Source: an optimization exercise on an open RTL-to-GDS flow (aim: a short achievable clock period). Production flows keep margins and buffers that such runs may drop.
Function was not checked in any run shown here: the RTL went through the layout flow alone.
No activity file was given, so power comes from the tool's default toggle rates.

===== design/flow/constraint.sdc =====
create_clock -name core_clock -period 5.6 [get_ports {clk}]
set_input_delay 1.1200 -clock core_clock [delete_from_list [all_inputs] [get_ports {clk}]]
set_output_delay 1.1200 -clock core_clock [all_outputs]
set_load 0.01 [all_outputs]

===== design/flow/config.mk =====
export PLATFORM = sky130hd
export DESIGN_NAME = cf_checker_top
export DESIGN_NICKNAME = cf_checker_top
export VERILOG_FILES = /design/flow/design.v
export SDC_FILE = /design/flow/constraint.sdc
export NUM_CORES = 4
export LEC_CHECK = 0
export CAP_MARGIN = 20
export CORE_MARGIN = 2
export CORE_UTILIZATION = 40
export SETUP_SLACK_MARGIN = 1.5
export SLEW_MARGIN = 20

===== design/flow/run.sh =====
#!/bin/bash
# synth_recipe.tcl (not shown) runs the flow's synth.tcl, then flattens the netlist and writes it again
# the make line also repeats each setting of config.mk as NAME=value (left out here)
make -C /OpenROAD-flow-scripts/flow DESIGN_CONFIG=/design/flow/config.mk WORK_HOME=/design/flow/orfs CLKGATE_MAP_FILE= SYNTH_SCRIPT=/design/flow/synth_recipe.tcl finish

===== design/flow/design.v =====
`timescale 1ns/1ns
`default_nettype none
package cf_pkg;
   localparam int num_slots   = 2;
   localparam int instr_w     = 32;
   localparam int addr_w      = 32;
   localparam int reg_addr_w  = 5;
   localparam int queue_depth = 4;
   localparam int ptr_w       = 3;    
   localparam int wb_delay    = 2;    
   typedef logic [instr_w-1:0]    instr_t;
   typedef logic [addr_w-1:0]     addr_t;
   typedef logic [reg_addr_w-1:0] reg_addr_t;
   typedef logic [2:0]            isize_t;    
   typedef struct packed {
      instr_t instr;
      addr_t  pc;
      addr_t  next_pc;
      logic   next_pc_valid;    
      logic   taken;
      isize_t isize;
   } cf_entry_t;
   typedef struct packed {
      logic      check;
      reg_addr_t rd;
      addr_t     link;    
   } link_job_t;
   function automatic logic is_branch(input instr_t instr);
      is_branch = instr[6:0] == 7'b1100011;
   endfunction
   function automatic logic is_jal(input instr_t instr);
      is_jal = instr[6:0] == 7'b1101111;
   endfunction
   function automatic logic is_jalr(input instr_t instr);
      is_jalr = instr[6:0] == 7'b1100111;
   endfunction
   function automatic logic is_cf(input instr_t instr);
      is_cf = (instr[6:0] == 7'b1100011) || (instr[6:0] == 7'b1101111) ||
              (instr[6:0] == 7'b1100111);
   endfunction
   function automatic reg_addr_t get_rd(input instr_t instr);
      get_rd = instr[11:7];
   endfunction
   function automatic addr_t dest_offset(input addr_t  pc,
                                         input addr_t  dest,
                                         input instr_t instr,
                                         input logic   taken,
                                         input isize_t isize);
      addr_t offset;
      offset = dest - pc;
      if ((instr[6:0] == 7'b1100011) && !taken)
         offset = offset - addr_t'(isize);
      dest_offset = offset;
   endfunction
endpackage
`default_nettype wire
`timescale 1ns/1ns
`default_nettype none
module cf_checker_top (
   input  logic                 clk,
   input  logic                 reset_,
   input  logic                 cf_enable,
   input  logic   [cf_pkg::num_slots:1] commit,
   input  cf_pkg::instr_t [cf_pkg::num_slots:1] slot_instr,
   input  cf_pkg::addr_t  [cf_pkg::num_slots:1] slot_pc,
   input  cf_pkg::isize_t [cf_pkg::num_slots:1] slot_isize,
   input  logic   [cf_pkg::num_slots:1] slot_taken,           
   input  logic   [cf_pkg::num_slots:1] slot_is_dup,
   input  logic   [cf_pkg::num_slots:1] slot_received_kill,
   input  logic                 dut_branch_taken,
   input  logic                 rf_write_en,
   input  cf_pkg::reg_addr_t            rf_write_rd,
   input  cf_pkg::addr_t                rf_write_data,
   output logic                 rf_lock,
   output logic                 rf_unlock,
   output logic                 check_done,
   output logic                 err_cf_dest,
   output logic                 err_no_orig,
   output logic                 err_link
);
   logic        cf1, cf2, c1, found, is_dup, any_commit;
   logic        push, save;
   logic [31:0] ev_instr, ev_pc;
   logic [2:0]  ev_isize;
   logic        ev_taken, ev_isbr, ev_islink;
   logic [2:0]  ev_adj;           
   assign cf1 = (slot_instr[1][6:0] == 7'b1100011) || (slot_instr[1][6:0] == 7'b1101111) ||
                (slot_instr[1][6:0] == 7'b1100111);
   assign cf2 = (slot_instr[2][6:0] == 7'b1100011) || (slot_instr[2][6:0] == 7'b1101111) ||
                (slot_instr[2][6:0] == 7'b1100111);
   assign c1         = commit[1] && cf1;             
   assign found      = c1 || (commit[2] && cf2);
   assign is_dup     = c1 ? slot_is_dup[1] : slot_is_dup[2];
   assign any_commit = commit[1] || commit[2];
   assign push       = cf_enable && found && !is_dup;
   assign save       = cf_enable && found && is_dup;
   assign ev_instr = c1 ? slot_instr[1] : slot_instr[2];
   assign ev_pc    = c1 ? slot_pc[1]    : slot_pc[2];
   assign ev_isize = c1 ? slot_isize[1] : slot_isize[2];
   assign ev_taken = is_dup ? (dut_branch_taken || (c1 ? slot_received_kill[1]
                                                       : slot_received_kill[2]))
                            : (c1 ? slot_taken[1] : slot_taken[2]);
   assign ev_isbr    = ev_instr[6:0] == 7'b1100011;
   assign ev_islink  = (ev_instr[6:0] == 7'b1101111) || (ev_instr[6:0] == 7'b1100111);
   assign ev_adj     = (ev_isbr && !ev_taken) ? ev_isize : 3'd0;
   logic [31:0] q_instr [0:3];
   logic [31:0] q_pc    [0:3];
   logic [31:0] q_npc   [0:3];
   logic        q_taken [0:3];
   logic [2:0]  q_adj   [0:3];
   logic [2:0]  head_ptr, tail_ptr;
   logic        need_patch;      
   logic        empty, compare, pop, patch;
   logic [1:0]  newest;
   assign empty   = head_ptr == tail_ptr;
   assign newest  = tail_ptr[1:0] - 2'd1;
   assign patch   = any_commit && need_patch;
   logic held;
   assign compare = held && any_commit;
   assign pop     = compare && !empty;
   always_ff @(posedge clk) begin
      for (int i = 0; i < 4; i++) begin
         if (push && tail_ptr[1:0] == 2'(i)) begin
            q_instr[i] <= ev_instr;
            q_pc[i]    <= ev_pc;
            q_npc[i]   <= slot_pc[2];
            q_taken[i] <= ev_taken;
            q_adj[i]   <= ev_adj;
         end
         if (patch && newest == 2'(i))
            q_npc[i] <= slot_pc[1];
      end
   end
   always_ff @(posedge clk) begin
      if (!reset_) begin
         tail_ptr   <= '0;
         head_ptr   <= '0;
         need_patch <= 1'b0;
      end else begin
         if (push) tail_ptr <= tail_ptr + 3'd1;
         if (pop)  head_ptr <= head_ptr + 3'd1;
         if (any_commit) need_patch <= push && !(c1 && commit[2]);
      end
   end
   logic [31:0] d_instr, d_pc;
   logic [2:0]  d_adj;
   logic        d_taken, d_isbr;
   always_ff @(posedge clk) begin
      if (!reset_)   held <= 1'b0;
      else if (save) held <= 1'b1;
      else if (compare) held <= 1'b0;
   end
   always_ff @(posedge clk) begin
      if (save) begin
         d_instr <= ev_instr;
         d_pc    <= ev_pc;
         d_adj   <= ev_adj;
         d_taken <= ev_taken;
         d_isbr  <= ev_isbr;
      end
   end
   logic [31:0] h_instr, h_pc, h_npc;
   logic [2:0]  h_adj;
   logic        h_taken;
   assign h_instr = q_instr[head_ptr[1:0]];
   assign h_pc    = q_pc[head_ptr[1:0]];
   assign h_npc   = q_npc[head_ptr[1:0]];
   assign h_adj   = q_adj[head_ptr[1:0]];
   assign h_taken = q_taken[head_ptr[1:0]];
   logic mism;    
   assign mism = (h_instr != d_instr) || (d_isbr && (h_taken != d_taken));
   logic [31:0] zc, a1s, a1c, a2s, a2c, fs, fc;
   logic [4:0]  zsmall;
   assign zsmall = {2'b00, h_adj} - {2'b00, d_adj} + 5'd2;
   assign zc     = {{27{zsmall[4]}}, zsmall};
   assign a1s = h_pc ^ ~h_npc ^ ~d_pc;
   assign a1c = {((h_pc & ~h_npc) | (h_pc & ~d_pc) | (~h_npc & ~d_pc)), 1'b0};
   assign a2s = a1s ^ a1c ^ zc;
   assign a2c = {((a1s & a1c) | (a1s & zc) | (a1c & zc)), 1'b0};
   assign fs  = slot_pc[1] ^ a2s ^ a2c;
   assign fc  = {((slot_pc[1] & a2s) | (slot_pc[1] & a2c) | (a2s & a2c)), 1'b0};
   logic [31:0] zbit;
   assign zbit[0] = ~(fs[0] ^ fc[0]);
   for (genvar i = 1; i < 32; i++) begin : g_zero
      assign zbit[i] = (fs[i] ^ fc[i]) == (fs[i-1] | fc[i-1]);
   end
   logic [7:0] eq_grp;
   logic       cmp_q, mism_q;
   always_ff @(posedge clk) begin
      for (int g = 0; g < 8; g++)
         eq_grp[g] <= &zbit[4*g +: 4];
      mism_q <= mism;
   end
   always_ff @(posedge clk) begin
      if (!reset_) begin
         check_done  <= 1'b0;
         err_no_orig <= 1'b0;
         cmp_q       <= 1'b0;
      end else begin
         check_done  <= compare;
         err_no_orig <= compare && empty;
         cmp_q       <= pop;
      end
   end
   assign err_cf_dest = cmp_q && (mism_q || !(&eq_grp));
   logic        j0_v, j1_v;
   logic [4:0]  j0_rd, j1_rd;
   logic [31:0] j0_pc, j1_link;
   logic [2:0]  j0_isize;
   always_ff @(posedge clk) begin
      if (!reset_) begin
         j0_v <= 1'b0;
         j1_v <= 1'b0;
      end else begin
         j0_v <= (push || save) && ev_islink && (ev_instr[11:7] != 5'd0);
         j1_v <= j0_v;
      end
   end
   always_ff @(posedge clk) begin
      j0_rd    <= ev_instr[11:7];
      j0_pc    <= ev_pc;
      j0_isize <= ev_isize;
      j1_rd    <= j0_rd;
      j1_link  <= j0_pc + {29'd0, j0_isize};
   end
   assign rf_lock   = j1_v && rf_write_en && (rf_write_rd != 5'd0);
   assign rf_unlock = rf_write_en && !rf_lock;
   always_ff @(posedge clk) begin
      if (!reset_)
         err_link <= 1'b0;
      else
         err_link <= j1_v && (!rf_write_en || (rf_write_rd != j1_rd) ||
                              (rf_write_data != j1_link));
   end
endmodule
`default_nettype wire

==> metrics.log, run 1 <==
[metrics] run status: no timing/DRC/antenna violations
[metrics] Final Setup Violations: 0
[metrics] post-route clock period utilization: 0.804
[metrics] Worst Path Required: 6130 ps
[metrics] Post-synth EDFFs: 469
[metrics] top area cells in the synthesized netlist: sky130_fd_sc_hd__edfxtp_1 55%, sky130_fd_sc_hd__dfxtp_1 7.8%, sky130_fd_sc_hd__fa_1 7.3%
[metrics] WP data arrival: 5040 ps
[metrics] final hold viol count: 0
[metrics] total number of clock tree sinks: 569
[metrics] initial drt markers: 1,253
[metrics] antenna violations before repair: 7
[metrics] mean instance size in the synthesized netlist: 13.6 um2
[metrics] last weighted congestion value of the routability-driven placer: 0.811
[metrics] remaining design rule violation count: 0
[metrics] clock tree root buffer cell: sky130_fd_sc_hd__clkbuf_16
[metrics] Clock power frac: 0.451
[metrics] max-cap check violation count: 0
[metrics] gr usage total: 0.192
[metrics] Slew @ Worst Pin: 904 ps
[metrics] most common cell in the netlist: sky130_fd_sc_hd__edfxtp_1
[metrics] critical path startpoint category: flop
[metrics] worst min-delay path class: flop to flop
[metrics] Area Overhead vs Synth: 21.5%
[metrics] relative max-transition margin: 0.397
[metrics] kind of end point of the critical path: flop
[metrics] DIE WIDTH: 257 um
[metrics] total area of multi-input combinational cells: 8720 um2
[metrics] clock transition at the registers of the reported paths: 60 ps
[metrics] Post-DP Area: 28,700 um2
[metrics] half-perimeter wire length after detailed placement: 40,800 um
[metrics] design internal power: 7.40 mW
[metrics] CTS tree: yes
[metrics] number of warning messages in the yosys log: 6
[metrics] Worst Reg-to-Reg Cells: 20
[metrics] placed insts: 2,873
[metrics] total of flip-flops plus latches after synthesis: 569
[metrics] worst-path fanout max: 8
[metrics] clock tree buffer depth: 3
[metrics] height of the die: 257 um
[metrics] quantity of I/O buffers inserted on ports: 189
[metrics] fraction of power consumed by combinational cells: 0.051
[metrics] setup repair after global routing missed its margin: yes
[metrics] vias in the first global route: 16,200
[metrics] sw power: 1.95 mW
[metrics] Core Box Area: 63,200 um2
[metrics] total power of the final layout: 9.35 mW
[metrics] ordered list of cells on the worst path: inv_4 > ha_4 > a222oi_1 > nand2_1 > o21ai_2 > ha_2 > fa_1 > inv_2 > a221o_1 > a211oi_4 > buf_4 > buf_4 > buf_6 > buf_12 > fa_1 > inv_1 > fa_1 > ha_1 > xnor2_1 > nor4_1
[metrics] most used standard cells in the synthesized netlist: 469 x sky130_fd_sc_hd__edfxtp_1, 186 x sky130_fd_sc_hd__nand2_1, 165 x sky130_fd_sc_hd__inv_1, 152 x sky130_fd_sc_hd__o21ai_0, 100 x sky130_fd_sc_hd__dfxtp_1
[metrics] count of cells along the worst hold path: 0
[metrics] clk latency of the worst-skew pair: 630 ps
[metrics] hold-fix buffers at CTS: 0
[metrics] GRT Residual Overflow: 0
[metrics] net count of the mapped netlist: 2,213
[metrics] relative contribution of sequential cells to total power: 0.499
[metrics] via total after detailed routing: 15,700
[metrics] maximum number of pins on one net before global-route repair: 73
[metrics] async set-reset flop share out of synthesis: 0
[metrics] FILL cells: 5,427
[metrics] cell seen most often among critical-path stages: sky130_fd_sc_hd__fa_1
[metrics] fin. max-slew vios: 0
[metrics] Max VDD drop: 0.251 mV
[metrics] post-synthesis cell area: 25,600 um2
[metrics] share of layout cells above drive strength 1: 0.125
[metrics] most used flip-flop cell after synthesis: sky130_fd_sc_hd__edfxtp_1
[metrics] average wire per standard cell: 21.3 um
[metrics] total wire length: 64,200 um
[metrics] number of H-tree levels: 2
[metrics] number of nets still failing antenna checks after routing: 0
[metrics] die footprint: 66,100 um2
[metrics] leakage dissipation: 11.3 nW
[metrics] wire length of the first global-routing pass: 96,600 um
[metrics] clk_skew: 16.5 ps
[metrics] boundary pin count: 190
[metrics] number of distinct library cell variants in the gate-level netlist after synthesis: 52
[metrics] PwrDens: 300 nW/um2
[metrics] number of buffers added by the clock tree synthesis step: 60
[metrics] share of the synthesized area in the top cell type: 0.550
[metrics] dominant cell type by area after synthesis: sky130_fd_sc_hd__edfxtp_1
[metrics] maximum cell stage delay along the critical path: 520 ps
[metrics] number of detailed-routing iterations run before antenna repair: 9
[metrics] initial cell density of the core: 0.405
[metrics] Non-Filler Cell Area, Final: 31,100 um2
[metrics] max frequency: 222 MHz
[metrics] Worst Setup Path Type: flop to flop
[metrics] ratio of routed vias to standard cells: 5.23
[metrics] post-layout min period: 4500 ps
[metrics] switching share of power: 0.208
[metrics] sequential cell area: 16,100 um2
[metrics] filler-free cell count of the finished design: 3,009
[metrics] Post-Syn Instances: 1,886
[metrics] proportion of synthesized chip area in sequential cells: 0.628
[metrics] floorplan row count: 92
[metrics] cell with the largest stage delay on the worst path: sky130_fd_sc_hd__fa_1
[metrics] Final nets: 2,436
[flip-flops by register name, summed over array words and instances, names as in the netlist, 5 cells and up]
signal,cells
j1_rd,5
q_pc,128
d_pc,32
d_instr,32
q_instr,128
q_adj,12
eq_grp,8
j1_link,32
q_npc,128
j0_rd,5
j0_pc,32
[placed cells by master, fill, tap and decap left out, types with 21 or more instances in the layout]
master                              n
sky130_fd_sc_hd__a21oi_1           70
sky130_fd_sc_hd__a222oi_1          99
sky130_fd_sc_hd__buf_4             45
sky130_fd_sc_hd__clkbuf_16         64
sky130_fd_sc_hd__clkdlybuf4s50_1  188
sky130_fd_sc_hd__dfxtp_1           98
sky130_fd_sc_hd__edfxtp_1         469
sky130_fd_sc_hd__fa_1              93
sky130_fd_sc_hd__ha_1              42
sky130_fd_sc_hd__inv_1            157
sky130_fd_sc_hd__mux2_2            66
sky130_fd_sc_hd__nand2_1          182
sky130_fd_sc_hd__nand4_1           21
sky130_fd_sc_hd__nor2_1            52
sky130_fd_sc_hd__nor2b_1           34
sky130_fd_sc_hd__o21ai_0          151
sky130_fd_sc_hd__xnor2_1           91
sky130_fd_sc_hd__xor2_1            54
[critical path: cells and delay by family (launching register included)]
| kind | cells | cell delay [ps] |
|---|---|---|
| AOI/OAI and AO/OA | 4 | 810 |
| DFF | 1 | 380 |
| and+or+nand+nor | 2 | 340 |
| buffers and inverters | 7 | 750 |
| adders and majority gates | 6 | 1980 |
| xor gates and xnor gates | 1 | 130 |
[path summary, 6_finish.rpt]
| check | startpoint | to | slack, ps |
|---|---|---|---|
| worst max-delay path | head_ptr[0] | eq_grp[4] | 1100 |
| worst min-delay path | j0_rd[0] | j1_rd[0] | 330 |
| worst max register to register | head_ptr[0] | eq_grp[4] | 1100 |
| worst min register to register | j0_rd[0] | j1_rd[0] | 330 |
[cell families after synthesis]
logic type	Yosys count	share of synthesized area
compound gates	341	0.0894
xor+xnor	147	0.0502
fa+ha+maj	143	0.0971
buf+inv	252	0.0375
flops	569	0.628
mux	76	0.0336
simple gates	358	0.0645
[per-stage QoR]
step | util | worst slack, ps | TNS, ps | hold slack, ps
after global placement | 0.454 | 852 | 0 | 313
after floorplan | - | -114 | -114 | 310
final | 0.492 | 1100 | 0 | 326
after detailed placement | 0.454 | 760 | 0 | 313
after CTS | 0.491 | 1030 | 0 | 327
after global routing | 0.492 | 799 | 0 | 331
[metal layers]
| layer | share of wire | wire [um] | track usage | up-vias |
|---|---|---|---|---|
| met5 | 0.00075 | 48 | 0 | - |
| met4 | 0.026 | 1660 | 0.0596 | 8 |
| met3 | 0.057 | 3680 | 0.0330 | 92 |
| met2 | 0.50 | 31900 | 0.327 | 486 |
| met1 | 0.42 | 27000 | 0.251 | 7825 |
| li1 | - | - | - | 7323 |
[what timing repair did]
action | in CTS | in global routing
setup buffers | 13 | 4
gates cloned | 1 | 2
pin swaps | 23 | 16
resized for setup | 21 | 5
setup endpoints to repair | 8 | 29
[cell type report]
cell class | count | share of cell area
Timing Repair Buffer | 246 | 0.0783
Tap cell | 846 | 0.0340
Inverter | 165 | 0.0206
Multi-Input combinational cell | 1065 | 0.280
Clock inverter | 30 | 0.0117
Clock buffer | 84 | 0.0577
Antenna cell | 2 | 0.000161
Timing Repair inverter | 2 | 0.000322
Sequential cell | 569 | 0.517
[power by group through the flow]
stage | Sequential [mW] | Clock [mW] | Combinational (mW)
4_1_cts | 4.66 | 4.30 | 0.477
6_report | 4.66 | 4.21 | 0.475
3_3_place_gp | 4.75 | 0 | 0.460
5_1_grt | 4.66 | 4.47 | 0.529
3_5_place_dp | 4.75 | 0 | 0.471
2_1_floorplan | 4.73 | 0 | 0.237
==> run 2: changes to the inputs <==
--- a/design/flow/design.v
+++ b/design/flow/design.v
@@ -104,46 +104,50 @@
    assign ev_islink  = (ev_instr[6:0] == 7'b1101111) || (ev_instr[6:0] == 7'b1100111);
    assign ev_adj     = (ev_isbr && !ev_taken) ? ev_isize : 3'd0;
    logic [31:0] q_instr [0:3];
-   logic [31:0] q_pc    [0:3];
+   logic [31:0] q_g     [0:3];
    logic [31:0] q_npc   [0:3];
    logic        q_taken [0:3];
-   logic [2:0]  q_adj   [0:3];
-   logic [2:0]  head_ptr, tail_ptr;
+   logic [2:0]  cnt;
    logic        need_patch;      
-   logic        empty, compare, pop, patch;
-   logic [1:0]  newest;
-   assign empty   = head_ptr == tail_ptr;
-   assign newest  = tail_ptr[1:0] - 2'd1;
-   assign patch   = any_commit && need_patch;
-   logic held;
+   logic        held, empty, compare, pop, patch;
+   logic [2:0]  wpos, ppos;
+   logic [31:0] ev_g;
+   assign empty   = cnt == 3'd0;
    assign compare = held && any_commit;
    assign pop     = compare && !empty;
+   assign patch   = any_commit && need_patch;
+   assign wpos    = cnt - {2'b00, pop};
+   assign ppos    = cnt - 3'd1 - {2'b00, pop};
+   assign ev_g    = ev_pc + {29'd0, ev_adj};
    always_ff @(posedge clk) begin
       for (int i = 0; i < 4; i++) begin
-         if (push && tail_ptr[1:0] == 2'(i)) begin
+         if (push && wpos == 3'(i)) begin
             q_instr[i] <= ev_instr;
-            q_pc[i]    <= ev_pc;
+            q_g[i]     <= ev_g;
             q_npc[i]   <= slot_pc[2];
             q_taken[i] <= ev_taken;
-            q_adj[i]   <= ev_adj;
+         end else begin
+            if (pop && i < 3) begin
+               q_instr[i] <= q_instr[i+1];
+               q_g[i]     <= q_g[i+1];
+               q_npc[i]   <= q_npc[i+1];
+               q_taken[i] <= q_taken[i+1];
+            end
+            if (patch && ppos == 3'(i))
+               q_npc[i] <= slot_pc[1];
          end
-         if (patch && newest == 2'(i))
-            q_npc[i] <= slot_pc[1];
       end
    end
    always_ff @(posedge clk) begin
       if (!reset_) begin
-         tail_ptr   <= '0;
-         head_ptr   <= '0;
+         cnt        <= '0;
          need_patch <= 1'b0;
       end else begin
-         if (push) tail_ptr <= tail_ptr + 3'd1;
-         if (pop)  head_ptr <= head_ptr + 3'd1;
+         cnt <= cnt + {2'b00, push} - {2'b00, pop};
          if (any_commit) need_patch <= push && !(c1 && commit[2]);
       end
    end
-   logic [31:0] d_instr, d_pc;
-   logic [2:0]  d_adj;
+   logic [31:0] d_instr, d_sum;
    logic        d_taken, d_isbr;
    always_ff @(posedge clk) begin
       if (!reset_)   held <= 1'b0;
@@ -153,56 +157,35 @@
    always_ff @(posedge clk) begin
       if (save) begin
          d_instr <= ev_instr;
-         d_pc    <= ev_pc;
-         d_adj   <= ev_adj;
+         d_sum   <= ev_pc + {29'd0, ev_adj} + 32'd1;
          d_taken <= ev_taken;
          d_isbr  <= ev_isbr;
       end
    end
-   logic [31:0] h_instr, h_pc, h_npc;
-   logic [2:0]  h_adj;
-   logic        h_taken;
-   assign h_instr = q_instr[head_ptr[1:0]];
-   assign h_pc    = q_pc[head_ptr[1:0]];
-   assign h_npc   = q_npc[head_ptr[1:0]];
-   assign h_adj   = q_adj[head_ptr[1:0]];
-   assign h_taken = q_taken[head_ptr[1:0]];
    logic mism;    
-   assign mism = (h_instr != d_instr) || (d_isbr && (h_taken != d_taken));
-   logic [31:0] zc, a1s, a1c, a2s, a2c, fs, fc;
-   logic [4:0]  zsmall;
-   assign zsmall = {2'b00, h_adj} - {2'b00, d_adj} + 5'd2;
-   assign zc     = {{27{zsmall[4]}}, zsmall};
-   assign a1s = h_pc ^ ~h_npc ^ ~d_pc;
-   assign a1c = {((h_pc & ~h_npc) | (h_pc & ~d_pc) | (~h_npc & ~d_pc)), 1'b0};
-   assign a2s = a1s ^ a1c ^ zc;
-   assign a2c = {((a1s & a1c) | (a1s & zc) | (a1c & zc)), 1'b0};
-   assign fs  = slot_pc[1] ^ a2s ^ a2c;
-   assign fc  = {((slot_pc[1] & a2s) | (slot_pc[1] & a2c) | (a2s & a2c)), 1'b0};
-   logic [31:0] zbit;
-   assign zbit[0] = ~(fs[0] ^ fc[0]);
-   for (genvar i = 1; i < 32; i++) begin : g_zero
-      assign zbit[i] = (fs[i] ^ fc[i]) == (fs[i-1] | fc[i-1]);
-   end
-   logic [7:0] eq_grp;
-   logic       cmp_q, mism_q;
-   always_ff @(posedge clk) begin
-      for (int g = 0; g < 8; g++)
-         eq_grp[g] <= &zbit[4*g +: 4];
-      mism_q <= mism;
+   assign mism = (q_instr[0] != d_instr) || (d_isbr && (q_taken[0] != d_taken));
+   logic [31:0] ps, pc2, px, cin_need, cout;
+   logic [31:0] ok;
+   assign ps  = q_npc[0] ^ ~q_g[0] ^ d_sum;
+   assign pc2 = {((q_npc[0] & ~q_g[0]) | (q_npc[0] & d_sum) | (~q_g[0] & d_sum)), 1'b0};
+   assign px  = ps ^ pc2;
+   assign cin_need = px ^ slot_pc[1];
+   assign cout     = (ps & pc2) | (px & ~slot_pc[1]);
+   assign ok[0]    = ~cin_need[0];
+   for (genvar i = 1; i < 32; i++) begin : g_ok
+      assign ok[i] = cin_need[i] == cout[i-1];
    end
    always_ff @(posedge clk) begin
       if (!reset_) begin
          check_done  <= 1'b0;
          err_no_orig <= 1'b0;
-         cmp_q       <= 1'b0;
+         err_cf_dest <= 1'b0;
       end else begin
          check_done  <= compare;
          err_no_orig <= compare && empty;
-         cmp_q       <= pop;
-      end
-   end
-   assign err_cf_dest = cmp_q && (mism_q || !(&eq_grp));
+         err_cf_dest <= pop && (mism || !(&ok));
+      end
+   end
    logic        j0_v, j1_v;
    logic [4:0]  j0_rd, j1_rd;
    logic [31:0] j0_pc, j1_link;
--- a/design/flow/config.mk
+++ b/design/flow/config.mk
@@ -8,5 +8,5 @@
 export CAP_MARGIN = 20
 export CORE_MARGIN = 2
 export CORE_UTILIZATION = 40
-export SETUP_SLACK_MARGIN = 1.5
+export SETUP_SLACK_MARGIN = 3.0
 export SLEW_MARGIN = 20
==> run 2 against run 1 <==
Effect of this change:
- critical path depth unchanged
- synthesized area up 4.5%
- cell area up 13%
- sequential share of layout area down 7.9 points
==> metrics.log, run 2 <==
[metrics] Post-Syn Instances: 2,317 (was 1,886)
[metrics] share of cell area taken by muxes after synthesis: 0.0741 (was 0.0336)
[metrics] Worst Setup Path Type: primary input to flop (was flop to flop)
[metrics] average wire per standard cell: 23.3 um (was 21.3 um)
[metrics] most common cell in the netlist: sky130_fd_sc_hd__edfxtp_1 (unchanged)
[metrics] wire length of the first global-routing pass: 121,000 um (was 96,600 um)
[metrics] leakage dissipation: 13.6 nW (was 11.3 nW)
[metrics] Critical Path Source: slot_instr[32] (was head_ptr[0])
[metrics] Compound-Gate Fraction of Synth Area: 0.0762 (was 0.0894)
[metrics] clock tree buffer depth: 3 (unchanged)
[metrics] most used flip-flop cell after synthesis: sky130_fd_sc_hd__edfxtp_1 (unchanged)
[metrics] count of cells along the worst hold path: 0 (unchanged)
[metrics] share of the synthesized area in the top cell type: 0.509 (was 0.550)
[metrics] post-synthesis cell area: 26,800 um2 (was 25,600 um2)
[metrics] setup repair after global routing missed its margin: yes (unchanged)
[metrics] final hold viol count: 0 (unchanged)
[metrics] Final Setup Violations: 0 (unchanged)
[metrics] run status: no timing/DRC/antenna violations (unchanged)
[metrics] kind of end point of the critical path: flop (unchanged)
[metrics] PwrDens: 257 nW/um2 (was 300 nW/um2)
[metrics] most common library cell in the layout ignoring fill and taps: sky130_fd_sc_hd__edfxtp_1 (unchanged)
[metrics] quantity of I/O buffers inserted on ports: 189 (unchanged)
[metrics] Area Overhead vs Synth: 31.2% (was 21.5%)
[metrics] Max VDD drop: 0.206 mV (was 0.251 mV)
[metrics] worst-path fanout max: 4 (was 8)
[metrics] number of distinct library cell variants in the gate-level netlist after synthesis: 85 (was 52)
[metrics] height of the die: 263 um (was 257 um)
[metrics] initial cell density of the core: 0.406 (was 0.405)
[metrics] Simple-Gate Fraction of Synth Area: 0.117 (was 0.0645)
[metrics] fin. max-slew vios: 0 (unchanged)
[metrics] r2r startpoint: d_sum[3] (was head_ptr[0])
[metrics] Worst Reg-to-Reg Cells: 9 (was 20)
[metrics] max frequency: 184 MHz (was 222 MHz)
[metrics] boundary pin count: 190 (unchanged)
[metrics] vias in the first global route: 18,900 (was 16,200)
[metrics] post-route clock period utilization: 0.972 (was 0.804)
[metrics] total number of clock tree sinks: 542 (was 569)
[metrics] half-perimeter wire length after detailed placement: 59,500 um (was 40,800 um)
[metrics] Synth Area in XOR/XNOR: 0.0574 (was 0.0502)
[metrics] DIE WIDTH: 263 um (was 257 um)
[metrics] antenna violations before repair: 2 (was 7)
[metrics] number of nets still failing antenna checks after routing: 0 (unchanged)
[metrics] initial drt markers: 1,865 (was 1,253)
[metrics] Post-synth EDFFs: 454 (was 469)
[metrics] Final nets: 2,978 (was 2,436)
[metrics] WP data arrival: 5840 ps (was 5040 ps)
[metrics] clk latency of the worst-skew pair: 640 ps (was 630 ps)
[metrics] total wire length: 84,600 um (was 64,200 um)
[metrics] worst min-delay path class: flop to flop (unchanged)
[metrics] ratio of routed vias to standard cells: 5.35 (was 5.23)
[metrics] clk_skew: 34.9 ps (was 16.5 ps)
[metrics] setup slack of the critical path after layout: 155 ps (was 1100 ps)
[metrics] Slew @ Worst Pin: 908 ps (was 904 ps)
[metrics] commonest cells after routing, fill and taps aside: 454 x sky130_fd_sc_hd__edfxtp_1, 357 x sky130_fd_sc_hd__nand2_1, 198 x sky130_fd_sc_hd__o21ai_0, 182 x sky130_fd_sc_hd__inv_1, 179 x sky130_fd_sc_hd__clkdlybuf4s50_1 (was 469 x sky130_fd_sc_hd__edfxtp_1, 188 x sky130_fd_sc_hd__clkdlybuf4s50_1, 182 x sky130_fd_sc_hd__nand2_1, 157 x sky130_fd_sc_hd__inv_1, 151 x sky130_fd_sc_hd__o21ai_0)
[metrics] floorplan row count: 94 (was 92)
[metrics] CTS tree: yes (unchanged)
[metrics] adder-cell share of the synthesized area: 0.0544 (was 0.0971)
[metrics] max-cap check violation count: 0 (unchanged)
[metrics] remaining design rule violation count: 0 (unchanged)
[metrics] Post-DP Area: 31,400 um2 (was 28,700 um2)
[metrics] proportion of synthesized chip area in sequential cells: 0.575 (was 0.628)
[metrics] pre-CTS setup slack: -937 ps (was 760 ps)
[metrics] top area cells in the synthesized netlist: sky130_fd_sc_hd__edfxtp_1 51%, sky130_fd_sc_hd__dfxtp_1 6.6%, sky130_fd_sc_hd__mux2i_1 5.3% (was sky130_fd_sc_hd__edfxtp_1 55%, sky130_fd_sc_hd__dfxtp_1 7.8%, sky130_fd_sc_hd__fa_1 7.3%)
[metrics] mean instance size in the synthesized netlist: 11.6 um2 (was 13.6 um2)
[metrics] post-layout min period: 5450 ps (was 4500 ps)
[metrics] number of buffers added by the clock tree synthesis step: 58 (was 60)
[metrics] maximum number of pins on one net before global-route repair: 115 (was 73)
[metrics] critical path startpoint category: primary input (was flop)
[metrics] number of warning messages in the yosys log: 5 (was 6)
[metrics] utilization after layout: 0.532 (was 0.492)
[metrics] Core Box Area: 66,000 um2 (was 63,200 um2)
[metrics] number of H-tree levels: 2 (unchanged)
[metrics] worst slack on hold paths: 327 ps (was 326 ps)
[metrics] relative max-transition margin: 0.377 (was 0.397)
[metrics] die footprint: 69,000 um2 (was 66,100 um2)
[metrics] last weighted congestion value of the routability-driven placer: 0.963 (was 0.811)
[metrics] Worst Path Required: 5990 ps (was 6130 ps)
[metrics] hold path startpoint: j0_rd[1] (was j0_rd[0])
[metrics] dominant cell type by area after synthesis: sky130_fd_sc_hd__edfxtp_1 (unchanged)
[metrics] gr usage total: 0.233 (was 0.192)
[metrics] most used standard cells in the synthesized netlist: 454 x sky130_fd_sc_hd__edfxtp_1, 377 x sky130_fd_sc_hd__nand2_1, 231 x sky130_fd_sc_hd__o21ai_0, 193 x sky130_fd_sc_hd__inv_1, 143 x sky130_fd_sc_hd__mux2i_1 (was 469 x sky130_fd_sc_hd__edfxtp_1, 186 x sky130_fd_sc_hd__nand2_1, 165 x sky130_fd_sc_hd__inv_1, 152 x sky130_fd_sc_hd__o21ai_0, 100 x sky130_fd_sc_hd__dfxtp_1)
[metrics] registers with the most flip-flops: q_g (128), q_instr (128), q_npc (128) (was q_instr (128), q_npc (128), q_pc (128))
[metrics] total of flip-flops plus latches after synthesis: 542 (was 569)
[metrics] number of detailed-routing iterations run before antenna repair: 6 (was 9)
[metrics] clock transition at the registers of the reported paths: 60 ps (about the same)
[metrics] GRT Residual Overflow: 0 (unchanged)
[metrics] net count of the mapped netlist: 2,579 (was 2,213)
[metrics] combinational family with the most area after synthesis: simple AND/OR/NAND/NOR gates (was adder cells)
[metrics] Non-Filler Cell Area, Final: 35,100 um2 (was 31,100 um2)
[metrics] via total after detailed routing: 19,400 (was 15,700)
[metrics] share of layout cells above drive strength 1: 0.220 (was 0.125)
[metrics] clock tree root buffer cell: sky130_fd_sc_hd__clkbuf_16 (unchanged)
[metrics] async set-reset flop share out of synthesis: 0 (unchanged)
## run 2: cell families after synthesis
| group | count (synthesis) |
|---|---|
| simple gates | 668 |
| flops | 542 |
| compound gates | 353 |
| mux | 191 |
| xor+xnor | 173 |
| fa+ha+maj | 78 |
| buf+inv | 312 |
## run 2: final cells by class
| type | instances | area [um2] |
|---|---|---|
| Multi-Input combinational cell | 1463 | 11400 |
| Sequential cell | 542 | 15400 |
| Inverter | 193 | 724 |
| Clock buffer | 70 | 1590 |
| Timing Repair Buffer | 458 | 4550 |
| Antenna cell | 1 | 2.50 |
| Fill cell | 5571 | 30900 |
| Clock inverter | 39 | 372 |
| Tap cell | 864 | 1080 |
## run 2: path summary, 6_finish.rpt
path / slack, ps / endpoint
setup reg to reg: 2200 / err_cf_dest
hold / removal: 330 / j1_rd[1]
setup / recovery: 150 / d_sum[27]
hold reg to reg: 330 / j1_rd[1]
## run 2: per-layer routing
metal	track usage	part of all wire	routed length [um]
met1	0.334	0.43	36600
met3	0.0404	0.079	6690
met5	0	0	0
met2	0.359	0.46	38600
met4	0.0791	0.033	2770
## run 2: critical path: stages
cell,delay [ps]
sky130_fd_sc_hd__clkdlybuf4s50_1,640
sky130_fd_sc_hd__nand2b_4,210
sky130_fd_sc_hd__nand2_4,60
sky130_fd_sc_hd__a2111oi_4,350
sky130_fd_sc_hd__and3_1,230
sky130_fd_sc_hd__ha_2,190
sky130_fd_sc_hd__inv_2,40
sky130_fd_sc_hd__fa_2,370
sky130_fd_sc_hd__and2b_2,260
sky130_fd_sc_hd__buf_6,100
sky130_fd_sc_hd__buf_6,110
sky130_fd_sc_hd__o21ai_2,50
sky130_fd_sc_hd__a2bb2oi_2,140
sky130_fd_sc_hd__o221ai_1,200
sky130_fd_sc_hd__nand4_1,240
sky130_fd_sc_hd__or4_4,580
sky130_fd_sc_hd__or4_4,590
sky130_fd_sc_hd__buf_12,160
sky130_fd_sc_hd__nor3_4,110
sky130_fd_sc_hd__xnor2_1,70
## run 2: what timing repair did
action                                  4_1_cts  5_1_grt
gates resized for setup                     100      177
pin swaps                                    25       64
hold buffers                                  0        0
endpoints found under the setup margin      937      918
buffers inserted                             19       63
gates cloned                                  0        7
## run 2: metrics by stage
stage               setup TNS, ps  total power, mW  instances
floorplan                   -3930             4.73       2317
global placement           -15420             5.11       3431
detailed placement         -18670             5.12       3431
CTS                             0             9.03       3559
global route                -6.51             9.28       3629
finish                          0             9.03       3630
## run 2: power breakdown
part | switching (mW) | internal, mW | total, mW
Combinational | 0.376 | 0.328 | 0.704
Clock | 1.67 | 2.26 | 3.93
Sequential | 0.0260 | 4.37 | 4.40
Total | 2.07 | 6.96 | 9.03
==> run 3: changes to the inputs <==
--- a/design/flow/config.mk
+++ b/design/flow/config.mk
@@ -8,5 +8,5 @@
 export CAP_MARGIN = 20
 export CORE_MARGIN = 2
 export CORE_UTILIZATION = 40
-export SETUP_SLACK_MARGIN = 3.0
+export SETUP_SLACK_MARGIN = 5.0
 export SLEW_MARGIN = 20
==> run 3 against run 2 <==
Effect of this change:
- still clean
- cell area did not move
- wire length is the same
- synthesized cell count did not move
- via count is the same
- global-route usage unchanged
- cell count is the same
- core utilization is the same
- total power did not move
- largest cell class unchanged
==> metrics.log, run 3 <==
[metrics] post-synthesis cell area: 26,800 um2 (unchanged)
[metrics] post-layout min period: 5450 ps (unchanged)
[metrics] setup slack of the critical path after layout: 155 ps (unchanged)
[metrics] total stage count of the critical path: 20 (unchanged)
[metrics] clock transition at the registers of the reported paths: 60 ps (about the same)
[metrics] count of cells along the worst hold path: 0 (unchanged)
[metrics] mean instance size in the synthesized netlist: 11.6 um2 (unchanged)
[metrics] CTS tree: yes (unchanged)
[metrics] number of buffers added by the clock tree synthesis step: 58 (unchanged)
[metrics] leakage dissipation: 13.6 nW (unchanged)
[metrics] average wire per standard cell: 23.3 um (unchanged)
[metrics] number of detailed-routing iterations run before antenna repair: 6 (unchanged)
[metrics] number of distinct library cell variants in the gate-level netlist after synthesis: 85 (unchanged)
[metrics] initial cell density of the core: 0.406 (unchanged)
[metrics] pre-CTS setup slack: -937 ps (unchanged)
[metrics] net count of the mapped netlist: 2,579 (unchanged)
[metrics] registers with the most flip-flops: q_g (128), q_instr (128), q_npc (128) (unchanged)
[metrics] kind of end point of the critical path: flop (unchanged)
[metrics] Critical path buffers and inverters: 5 (unchanged)
[metrics] Final nets: 2,978 (unchanged)
[metrics] number of nets still failing antenna checks after routing: 0 (unchanged)
[metrics] async set-reset flop share out of synthesis: 0 (unchanged)
[metrics] commonest cells after routing, fill and taps aside: 454 x sky130_fd_sc_hd__edfxtp_1, 357 x sky130_fd_sc_hd__nand2_1, 198 x sky130_fd_sc_hd__o21ai_0, 182 x sky130_fd_sc_hd__inv_1, 179 x sky130_fd_sc_hd__clkdlybuf4s50_1 (unchanged)
[metrics] clock tree root buffer cell: sky130_fd_sc_hd__clkbuf_16 (unchanged)
[metrics] Worst Setup Path Type: primary input to flop (unchanged)
[metrics] post-route clock period utilization: 0.972 (unchanged)
[metrics] Slew @ Worst Pin: 908 ps (unchanged)
[metrics] Final Setup Violations: 0 (unchanged)
[metrics] proportion of synthesized chip area in sequential cells: 0.575 (unchanged)
[metrics] total power of the final layout: 9.03 mW (unchanged)
[metrics] Worst Reg-to-Reg Cells: 9 (unchanged)
[metrics] largest delay contributor family on the critical path: simple AND/OR/NAND/NOR gates (unchanged)
[metrics] dominant cell type by area after synthesis: sky130_fd_sc_hd__edfxtp_1 (unchanged)
[metrics] maximum cell stage delay along the critical path: 640 ps (about the same)
[metrics] number of warning messages in the yosys log: 5 (unchanged)
[metrics] clock tree buffer depth: 3 (unchanged)
[metrics] critical path startpoint category: primary input (unchanged)
[metrics] last weighted congestion value of the routability-driven placer: 0.963 (unchanged)
[metrics] worst setup slack for register-to-register paths: 2200 ps (about the same)
[metrics] RR Endpoint: err_cf_dest (unchanged)
[metrics] die footprint: 69,000 um2 (unchanged)
[metrics] FILL cells: 5,571 (unchanged)
[metrics] clk_skew: 34.9 ps (unchanged)
[metrics] max-cap check violation count: 0 (unchanged)
[metrics] Max VDD drop: 0.206 mV (unchanged)
[metrics] DIE WIDTH: 263 um (unchanged)
[metrics] Post-synth EDFFs: 454 (unchanged)
[metrics] most used standard cells in the synthesized netlist: 454 x sky130_fd_sc_hd__edfxtp_1, 377 x sky130_fd_sc_hd__nand2_1, 231 x sky130_fd_sc_hd__o21ai_0, 193 x sky130_fd_sc_hd__inv_1, 143 x sky130_fd_sc_hd__mux2i_1 (unchanged)
[metrics] height of the die: 263 um (unchanged)
[metrics] wire length of the first global-routing pass: 121,000 um (unchanged)
[metrics] half-perimeter wire length after detailed placement: 59,500 um (unchanged)
[metrics] fin. max-slew vios: 0 (unchanged)
[metrics] worst min-delay path class: flop to flop (unchanged)
[metrics] most common cell in the netlist: sky130_fd_sc_hd__edfxtp_1 (unchanged)
[metrics] boundary pin count: 190 (unchanged)
[metrics] number of H-tree levels: 2 (unchanged)
[metrics] vias in the first global route: 18,900 (unchanged)
[metrics] top area cells in the synthesized netlist: sky130_fd_sc_hd__edfxtp_1 51%, sky130_fd_sc_hd__dfxtp_1 6.6%, sky130_fd_sc_hd__mux2i_1 5.3% (unchanged)
[metrics] hold-fix buffers at CTS: 0 (unchanged)
[metrics] run status: no timing/DRC/antenna violations (unchanged)
[metrics] total number of clock tree sinks: 542 (unchanged)
[metrics] cell with the largest stage delay on the worst path: sky130_fd_sc_hd__clkdlybuf4s50_1 (unchanged)
[metrics] Critical Path Source: slot_instr[32] (unchanged)
[metrics] clk latency of the worst-skew pair: 640 ps (about the same)
[metrics] relative max-transition margin: 0.377 (unchanged)
[metrics] hold path startpoint: j0_rd[1] (unchanged)
[metrics] utilization after layout: 0.532 (unchanged)
[metrics] via total after detailed routing: 19,400 (unchanged)
[metrics] Non-Filler Cell Area, Final: 35,100 um2 (unchanged)
[metrics] Worst Path Required: 5990 ps (about the same)
[metrics] max frequency: 184 MHz (unchanged)
[metrics] quantity of I/O buffers inserted on ports: 189 (unchanged)
[metrics] share of the synthesized area in the top cell type: 0.509 (unchanged)
[metrics] Post-DP Area: 31,400 um2 (unchanged)
[metrics] Area Overhead vs Synth: 31.2% (unchanged)
[metrics] GRT Residual Overflow: 0 (unchanged)
[metrics] Post-Syn Instances: 2,317 (unchanged)
[metrics] most common library cell in the layout ignoring fill and taps: sky130_fd_sc_hd__edfxtp_1 (unchanged)
[metrics] most used flip-flop cell after synthesis: sky130_fd_sc_hd__edfxtp_1 (unchanged)
[metrics] PwrDens: 257 nW/um2 (unchanged)
[metrics] final hold viol count: 0 (unchanged)
[metrics] setup repair after global routing missed its margin: yes (unchanged)
[metrics] worst-path fanout max: 4 (unchanged)
[metrics] maximum number of pins on one net before global-route repair: 115 (unchanged)
[metrics] total wire length: 84,600 um (unchanged)
[metrics] remaining design rule violation count: 0 (unchanged)
[metrics] initial drt markers: 1,865 (unchanged)
[metrics] r2r startpoint: d_sum[3] (unchanged)
[metrics] WP data arrival: 5840 ps (about the same)
[metrics] share of layout cells above drive strength 1: 0.220 (unchanged)
[metrics] ratio of routed vias to standard cells: 5.35 (unchanged)
[metrics] antenna violations before repair: 2 (unchanged)
[metrics] gr usage total: 0.233 (unchanged)
[metrics] floorplan row count: 94 (unchanged)
[metrics] ordered list of cells on the worst path: clkdlybuf4s50_1 > nand2b_4 > nand2_4 > a2111oi_4 > and3_1 > ha_2 > inv_2 > fa_2 > and2b_2 > buf_6 > buf_6 > o21ai_2 > a2bb2oi_2 > o221ai_1 > nand4_1 > or4_4 > or4_4 > buf_12 > nor3_4 > xnor2_1 (unchanged)
[metrics] hold path endpoint: j1_rd[1] (unchanged)
[metrics] Core Box Area: 66,000 um2 (unchanged)
[metrics] total of flip-flops plus latches after synthesis: 542 (unchanged)
## run 3: kinds of logic (layout without fill, tap and decap cells)
group	count (synthesis)	count (layout)	share of synthesized area
DFF	542	542	0.575
xor gates and xnor gates	173	173	0.0574
adders and majority gates	78	78	0.0544
and+or+nand+nor	668	668	0.117
other	0	1	0
buffers and inverters	312	760	0.0459
AOI/OAI and AO/OA	353	353	0.0762
muxes	191	191	0.0741
## run 3: repair_timing
action | 4_1_cts | 5_1_grt
resized for setup | 100 | 177
setup endpoints to repair | 997 | 997
pin swaps | 25 | 64
setup buffers | 19 | 63
gates cloned | 0 | 7
## run 3: area by class of cell
type	count	area, um2	share of cell area
flip-flops and latches	542	15400	0.438
multi-input cells	1463	11400	0.325
repair buffers	458	4550	0.130
clock buffers	70	1590	0.0452
well taps	864	1080	0.0308
inverters	193	724	0.0206
clock inverters	39	372	0.0106
diodes	1	2.50	0.0000712
## run 3: worst register-to-register path, delay by kind of cell, from the launching register on
family                     cells  cell delay, ps
xor gates and xnor gates       1             460
AOI/OAI and AO/OA              1             210
adders and majority gates      2            1050
DFF                            1             410
and+or+nand+nor                4            1060
buffers and inverters          1              50
## run 3: power by group
group	leakage (nW)	switching (mW)	internal, mW
logic	7.81	0.376	0.328
registers	4.82	0.0260	4.37
clock network	0.978	1.67	2.26
## run 3: worst max path at each step
stage	slack, ps	to
after detailed placement	-940	d_sum[31]
after global placement	-880	d_sum[31]
after floorplan	-440	d_sum[31]
after CTS	170	d_sum[31]
after global routing	-7	d_sum[27]
final	150	d_sum[27]
## run 3: routing by layer
metal,routed length (um),vias to the layer above,track usage
li1,-,8900,-
met1,36600,9616,0.334
met2,38600,789,0.359
met3,6690,124,0.0404
met4,2770,0,0.0791
met5,0,-,0
## run 3: per-stage QoR
stage          TNS, ps  std cells  hold slack (ps)
2_1_floorplan    -3930       2317              310
3_3_place_gp    -15420       3431              319
3_5_place_dp    -18670       3431              315
4_1_cts              0       3559              331
5_1_grt          -6.51       3629              332
6_report             0       3630              327
==> run 4: changes to the inputs <==
--- a/design/flow/design.v
+++ b/design/flow/design.v
@@ -53,6 +53,27 @@
       dest_offset = offset;
    endfunction
 endpackage
+`default_nettype wire
+`timescale 1ns/1ns
+`default_nettype none
+module cf_add_small #(
+   parameter int low = 4
+) (
+   input  logic [31:0]    a,
+   input  logic [low-1:0] b,
+   output logic [31:0]    s
+);
+   logic [low:0] lo;
+   assign lo       = {1'b0, a[low-1:0]} + {1'b0, b};
+   assign s[low-1:0] = lo[low-1:0];
+   for (genvar i = low; i < 32; i++) begin : g_up
+      if (i == low) begin : g_first
+         assign s[i] = a[i] ^ lo[low];
+      end else begin : g_rest
+         assign s[i] = a[i] ^ (lo[low] & (&a[i-1:low]));
+      end
+   end
+endmodule
 `default_nettype wire
 `timescale 1ns/1ns
 `default_nettype none
@@ -118,7 +139,9 @@
    assign patch   = any_commit && need_patch;
    assign wpos    = cnt - {2'b00, pop};
    assign ppos    = cnt - 3'd1 - {2'b00, pop};
-   assign ev_g    = ev_pc + {29'd0, ev_adj};
+   logic [31:0] ev_dsum;
+   cf_add_small #(.low(3)) u_add_g (.a(ev_pc), .b(ev_adj), .s(ev_g));
+   cf_add_small #(.low(4)) u_add_d (.a(ev_pc), .b({1'b0, ev_adj} + 4'd1), .s(ev_dsum));
    always_ff @(posedge clk) begin
       for (int i = 0; i < 4; i++) begin
          if (push && wpos == 3'(i)) begin
@@ -157,7 +180,7 @@
    always_ff @(posedge clk) begin
       if (save) begin
          d_instr <= ev_instr;
-         d_sum   <= ev_pc + {29'd0, ev_adj} + 32'd1;
+         d_sum   <= ev_dsum;
          d_taken <= ev_taken;
          d_isbr  <= ev_isbr;
       end
@@ -190,6 +213,8 @@
    logic [4:0]  j0_rd, j1_rd;
    logic [31:0] j0_pc, j1_link;
    logic [2:0]  j0_isize;
+   logic [31:0] j0_link;
+   cf_add_small #(.low(3)) u_add_link (.a(j0_pc), .b(j0_isize), .s(j0_link));
    always_ff @(posedge clk) begin
       if (!reset_) begin
          j0_v <= 1'b0;
@@ -204,7 +229,7 @@
       j0_pc    <= ev_pc;
       j0_isize <= ev_isize;
       j1_rd    <= j0_rd;
-      j1_link  <= j0_pc + {29'd0, j0_isize};
+      j1_link  <= j0_link;
    end
    assign rf_lock   = j1_v && rf_write_en && (rf_write_rd != 5'd0);
    assign rf_unlock = rf_write_en && !rf_lock;
==> run 4 against run 3 <==
Effect of this change:
- synthesized cell count is 4.1% lower
- clock skew is 19 ps lower
- still clean on timing, DRC and antenna
- maximum frequency is 34% higher
- cell area is 16% higher
==> metrics.log, run 4 <==
[metrics] max-cap check violation count: 0 (unchanged)
[metrics] DIE WIDTH: 260 um (was 263 um)
[metrics] Post-synth EDFFs: 454 (unchanged)
[metrics] max frequency: 246 MHz (was 184 MHz)
[metrics] dominant cell type by area after synthesis: sky130_fd_sc_hd__edfxtp_1 (unchanged)
[metrics] height of the die: 260 um (was 263 um)
[metrics] clock transition at the registers of the reported paths: 60 ps (about the same)
[metrics] number of detailed-routing iterations run before antenna repair: 8 (was 6)
[metrics] clock tree buffer depth: 3 (unchanged)
[metrics] last weighted congestion value of the routability-driven placer: 0.994 (was 0.963)
[metrics] most used flip-flop cell after synthesis: sky130_fd_sc_hd__edfxtp_1 (unchanged)
[metrics] via total after detailed routing: 22,300 (was 19,400)
[metrics] hold-fix buffers at CTS: 0 (unchanged)
[metrics] GRT Residual Overflow: 0 (unchanged)
[metrics] kind of end point of the critical path: flop (unchanged)
[metrics] initial drt markers: 2,963 (was 1,865)
[metrics] top area cells in the synthesized netlist: sky130_fd_sc_hd__edfxtp_1 52%, sky130_fd_sc_hd__dfxtp_1 6.7%, sky130_fd_sc_hd__mux2i_1 5.5% (was sky130_fd_sc_hd__edfxtp_1 51%, sky130_fd_sc_hd__dfxtp_1 6.6%, sky130_fd_sc_hd__mux2i_1 5.3%)
[metrics] Slew @ Worst Pin: 1040 ps (was 908 ps)
[metrics] CTS tree: yes (unchanged)
[metrics] async set-reset flop share out of synthesis: 0 (unchanged)
[metrics] vias in the first global route: 20,900 (was 18,900)
[metrics] Max VDD drop: 0.231 mV (was 0.206 mV)
[metrics] share of the synthesized area in the top cell type: 0.520 (was 0.509)
[metrics] clk latency of the worst-skew pair: 650 ps (was 640 ps)
[metrics] clk_skew: 15.9 ps (was 34.9 ps)
[metrics] post-layout min period: 4060 ps (was 5450 ps)
[metrics] most common cell in the netlist: sky130_fd_sc_hd__edfxtp_1 (unchanged)
[metrics] clock tree root buffer cell: sky130_fd_sc_hd__clkbuf_16 (unchanged)
[metrics] proportion of synthesized chip area in sequential cells: 0.587 (was 0.575)
[metrics] worst setup slack for register-to-register paths: 2140 ps (was 2200 ps)
[metrics] number of H-tree levels: 2 (unchanged)
[metrics] fin. max-slew vios: 0 (unchanged)
[metrics] leakage dissipation: 15.9 nW (was 13.6 nW)
[metrics] run status: no timing/DRC/antenna violations (unchanged)
[metrics] mean instance size in the synthesized netlist: 11.8 um2 (was 11.6 um2)
[metrics] PwrDens: 226 nW/um2 (was 257 nW/um2)
[metrics] gr usage total: 0.314 (was 0.233)
[metrics] critical path startpoint category: primary input (unchanged)
[metrics] relative max-transition margin: 0.305 (was 0.377)
[metrics] ordered list of cells on the worst path: buf_8 > and4b_2 > nand3_4 > mux2i_4 > inv_2 > a211oi_4 > nand2_2 > a21oi_4 > ha_4 > a21o_1 > a21oi_4 > buf_4 > nor3_4 > and3b_1 > o21ai_2 > o221ai_1 (was clkdlybuf4s50_1 > nand2b_4 > nand2_4 > a2111oi_4 > and3_1 > ha_2 > inv_2 > fa_2 > and2b_2 > buf_6 > buf_6 > o21ai_2 > a2bb2oi_2 > o221ai_1 > nand4_1 > or4_4 > or4_4 > buf_12 > nor3_4 > xnor2_1)
[metrics] floorplan row count: 93 (was 94)
[metrics] Post-Syn Instances: 2,221 (was 2,317)
[metrics] final hold viol count: 0 (unchanged)
[metrics] total number of clock tree sinks: 542 (unchanged)
[metrics] maximum number of pins on one net before global-route repair: 49 (was 115)
[metrics] post-route clock period utilization: 0.725 (was 0.972)
[metrics] cell with the largest stage delay on the worst path: sky130_fd_sc_hd__a21oi_4 (was sky130_fd_sc_hd__clkdlybuf4s50_1)
[metrics] number of nets still failing antenna checks after routing: 0 (unchanged)
[metrics] utilization after layout: 0.633 (was 0.532)
[metrics] hold path endpoint: j1_rd[4] (was j1_rd[1])
[metrics] r2r startpoint: q_g[0][11] (was d_sum[3])
[metrics] registers with the most flip-flops: q_g (128), q_instr (128), q_npc (128) (unchanged)
[metrics] cell seen most often among critical-path stages: sky130_fd_sc_hd__a21oi_4
[metrics] Final nets: 3,057 (was 2,978)
[metrics] total wire length: 118,000 um (was 84,600 um)
[metrics] most common library cell in the layout ignoring fill and taps: sky130_fd_sc_hd__edfxtp_1 (unchanged)
[metrics] remaining design rule violation count: 0 (unchanged)
[metrics] pre-CTS setup slack: 254 ps (was -937 ps)
[metrics] ratio of routed vias to standard cells: 6.03 (was 5.35)
[metrics] Final Setup Violations: 0 (unchanged)
[metrics] hold path startpoint: j0_rd[4] (was j0_rd[1])
[metrics] number of distinct library cell variants in the gate-level netlist after synthesis: 80 (was 85)
[metrics] boundary pin count: 190 (unchanged)
[metrics] post-synthesis cell area: 26,200 um2 (was 26,800 um2)
[metrics] number of buffers added by the clock tree synthesis step: 60 (was 58)
[metrics] commonest cells after routing, fill and taps aside: 454 x sky130_fd_sc_hd__edfxtp_1, 191 x sky130_fd_sc_hd__nand2_1, 157 x sky130_fd_sc_hd__inv_1, 122 x sky130_fd_sc_hd__buf_4, 118 x sky130_fd_sc_hd__clkdlybuf4s50_1 (was 454 x sky130_fd_sc_hd__edfxtp_1, 357 x sky130_fd_sc_hd__nand2_1, 198 x sky130_fd_sc_hd__o21ai_0, 182 x sky130_fd_sc_hd__inv_1, 179 x sky130_fd_sc_hd__clkdlybuf4s50_1)
[metrics] net count of the mapped netlist: 2,487 (was 2,579)
[metrics] Worst Setup Path Type: primary input to flop (unchanged)
[metrics] number of warning messages in the yosys log: 5 (unchanged)
[metrics] most used standard cells in the synthesized netlist: 454 x sky130_fd_sc_hd__edfxtp_1, 277 x sky130_fd_sc_hd__nand2_1, 200 x sky130_fd_sc_hd__inv_1, 161 x sky130_fd_sc_hd__o21ai_0 (was 454 x sky130_fd_sc_hd__edfxtp_1, 377 x sky130_fd_sc_hd__nand2_1, 231 x sky130_fd_sc_hd__o21ai_0, 193 x sky130_fd_sc_hd__inv_1, 143 x sky130_fd_sc_hd__mux2i_1)
[metrics] Core Box Area: 64,600 um2 (was 66,000 um2)
[metrics] worst min-delay path class: flop to flop (unchanged)
[metrics] FILL cells: 4,660 (was 5,571)
[metrics] total area of multi-input combinational cells: 13,300 um2 (was 11,400 um2)
[metrics] wire length of the first global-routing pass: 150,000 um (was 121,000 um)
[metrics] RR Endpoint: err_cf_dest (unchanged)
[metrics] sequential cell area: 15,400 um2 (about the same)
[metrics] initial cell density of the core: 0.406 (about the same)
[metrics] maximum cell stage delay along the critical path: 330 ps (was 640 ps)
[metrics] antenna violations before repair: 3 (was 2)
[metrics] setup slack of the critical path after layout: 1540 ps (was 155 ps)
[metrics] Worst Reg-to-Reg Cells: 11 (was 9)
[metrics] quantity of I/O buffers inserted on ports: 189 (unchanged)
[metrics] setup repair after global routing missed its margin: yes (unchanged)
[metrics] total power of the final layout: 9.22 mW (was 9.03 mW)
[metrics] WP data arrival: 4390 ps (was 5840 ps)
[metrics] count of cells along the worst hold path: 0 (unchanged)
[metrics] share of layout cells above drive strength 1: 0.399 (was 0.220)
[metrics] average wire per standard cell: 31.8 um (was 23.3 um)
[metrics] Worst Path Required: 5940 ps (was 5990 ps)
[metrics] total of flip-flops plus latches after synthesis: 542 (unchanged)
[metrics] worst-path fanout max: 5 (was 4)
[metrics] half-perimeter wire length after detailed placement: 55,300 um (was 59,500 um)
[metrics] Area Overhead vs Synth: 55.8% (was 31.2%)
[metrics] final setup TNS: 0 ps (unchanged)
[metrics] die footprint: 67,600 um2 (was 69,000 um2)
## run 4: per-layer routing
metal	global-route usage	up-vias	wire length, um
met3	0.0738	536	15200
li1	-	9039	-
met5	0	-	0
met4	0.166	0	9410
met2	0.494	1770	51900
met1	0.403	11000	40900
## run 4: through the flow
step / area (um2) / std cells / hold WS (ps)
2_1_floorplan: 27700 / 2221 / 310
3_3_place_gp: 30100 / 3199 / 319
3_5_place_dp: 30100 / 3199 / 320
4_1_cts: 37400 / 3556 / 330
5_1_grt: 40900 / 3696 / 343
6_report: 40900 / 3700 / 333
## run 4: how the worst max path moves through the flow
stage | from | endpoint | slack (ps) | cells after the start
2_1_floorplan | slot_instr[4] | q_g[0][23] | 1200 | 17
3_3_place_gp | slot_instr[2] | q_g[2][27] | 310 | 17
3_5_place_dp | slot_instr[2] | d_sum[31] | 250 | 16
4_1_cts | slot_instr[1] | q_g[2][24] | 1860 | 17
5_1_grt | slot_instr[4] | q_g[2][21] | 1490 | 17
6_report | slot_instr[1] | q_g[0][15] | 1540 | 16
## run 4: where the power goes
group / total, mW / internal (mW) / switching, mW
logic: 0.759 / 0.333 / 0.426
registers: 4.41 / 4.37 / 0.0337
clock network: 4.05 / 2.33 / 1.72
## run 4: cells by family (layout without fill, tap and decap cells)
| logic type | after synthesis | in the layout | share of synthesized area |
|---|---|---|---|
| fa+ha+maj | 82 | 82 | 0.0577 |
| xor+xnor | 149 | 149 | 0.0498 |
| mux | 185 | 185 | 0.0730 |
| buf+inv | 305 | 907 | 0.0466 |
| other cells | 0 | 4 | 0 |
| simple gates | 597 | 615 | 0.107 |
| flops | 542 | 542 | 0.587 |
| compound gates | 361 | 361 | 0.0789 |
## run 4: what timing repair did
| action | in CTS | in global routing |
|---|---|---|
| setup endpoints to repair | 997 | 997 |
| gates cloned | 92 | 37 |
| gates resized for setup | 629 | 500 |
| pin swaps | 103 | 131 |
| endpoints found under the hold margin | 0 | 0 |
| setup buffers | 153 | 103 |
## run 4: worst max-delay path, delay by kind of cell
kind | cells | cell delay (ps)
fa+ha+maj | 1 | 260
simple gates | 5 | 880
compound gates | 6 | 1410
buf+inv | 3 | 410
mux | 1 | 280
## run 4: cell type report
cell class                 instances  area share
clock inverter                    29     0.00744
multi-input combinational       1392       0.325
clock buffer                      83      0.0411
inverter                         200      0.0189
sequential                       542       0.377
antenna                            4    0.000245
timing repair buffer             595       0.204
tap                              855      0.0262

==> separate check: timing with driven ports <==
The results above use ideal ports. As a check the final layouts listed here were re-extracted and re-timed, cells and wires unchanged.
Step 1 (the two cells are an assumption about what drives the block):
set clk [get_ports {clk}]
set_driving_cell -lib_cell sky130_fd_sc_hd__clkbuf_16 $clk
set_driving_cell -lib_cell sky130_fd_sc_hd__buf_2 [delete_from_list [all_inputs] $clk]
Step 2 moves the port delays by t, midway between the first and last clock arrival at a register: inputs arrive t later, outputs are due t later. That takes back most of the time a late clock gives input paths.
Three values: ideal ports, drivers, drivers and shift; two values: the first two.
run | t, ns | setup WS [ns] | hold slack, ns | worst setup path at the end | worst slew at a driven data input, ns
run 1 | 0.679 | 1.098 / 1.098 / 1.075 | 0.326 / 0.326 / 0.326 | input to register | 0.11
run 2 | 0.685 | 0.155 / 0.183 / -0.502 | 0.327 / 0.327 / 0.327 | input to register | 0.13
run 3 | 0.685 | 0.155 / 0.183 / -0.502 | 0.327 / 0.327 / 0.327 | input to register | 0.13
run 4 | 0.702 | 1.542 / 1.550 / 0.848 | 0.333 / 0.333 / 0.333 | input to register | 0.11
With both steps, setup timing fails in run 2 and run 3, where it was met with ideal ports. For run 4, which loses most, drivers alone change the setup slack by +0.008 ns; drivers and shift together by -0.694 ns.
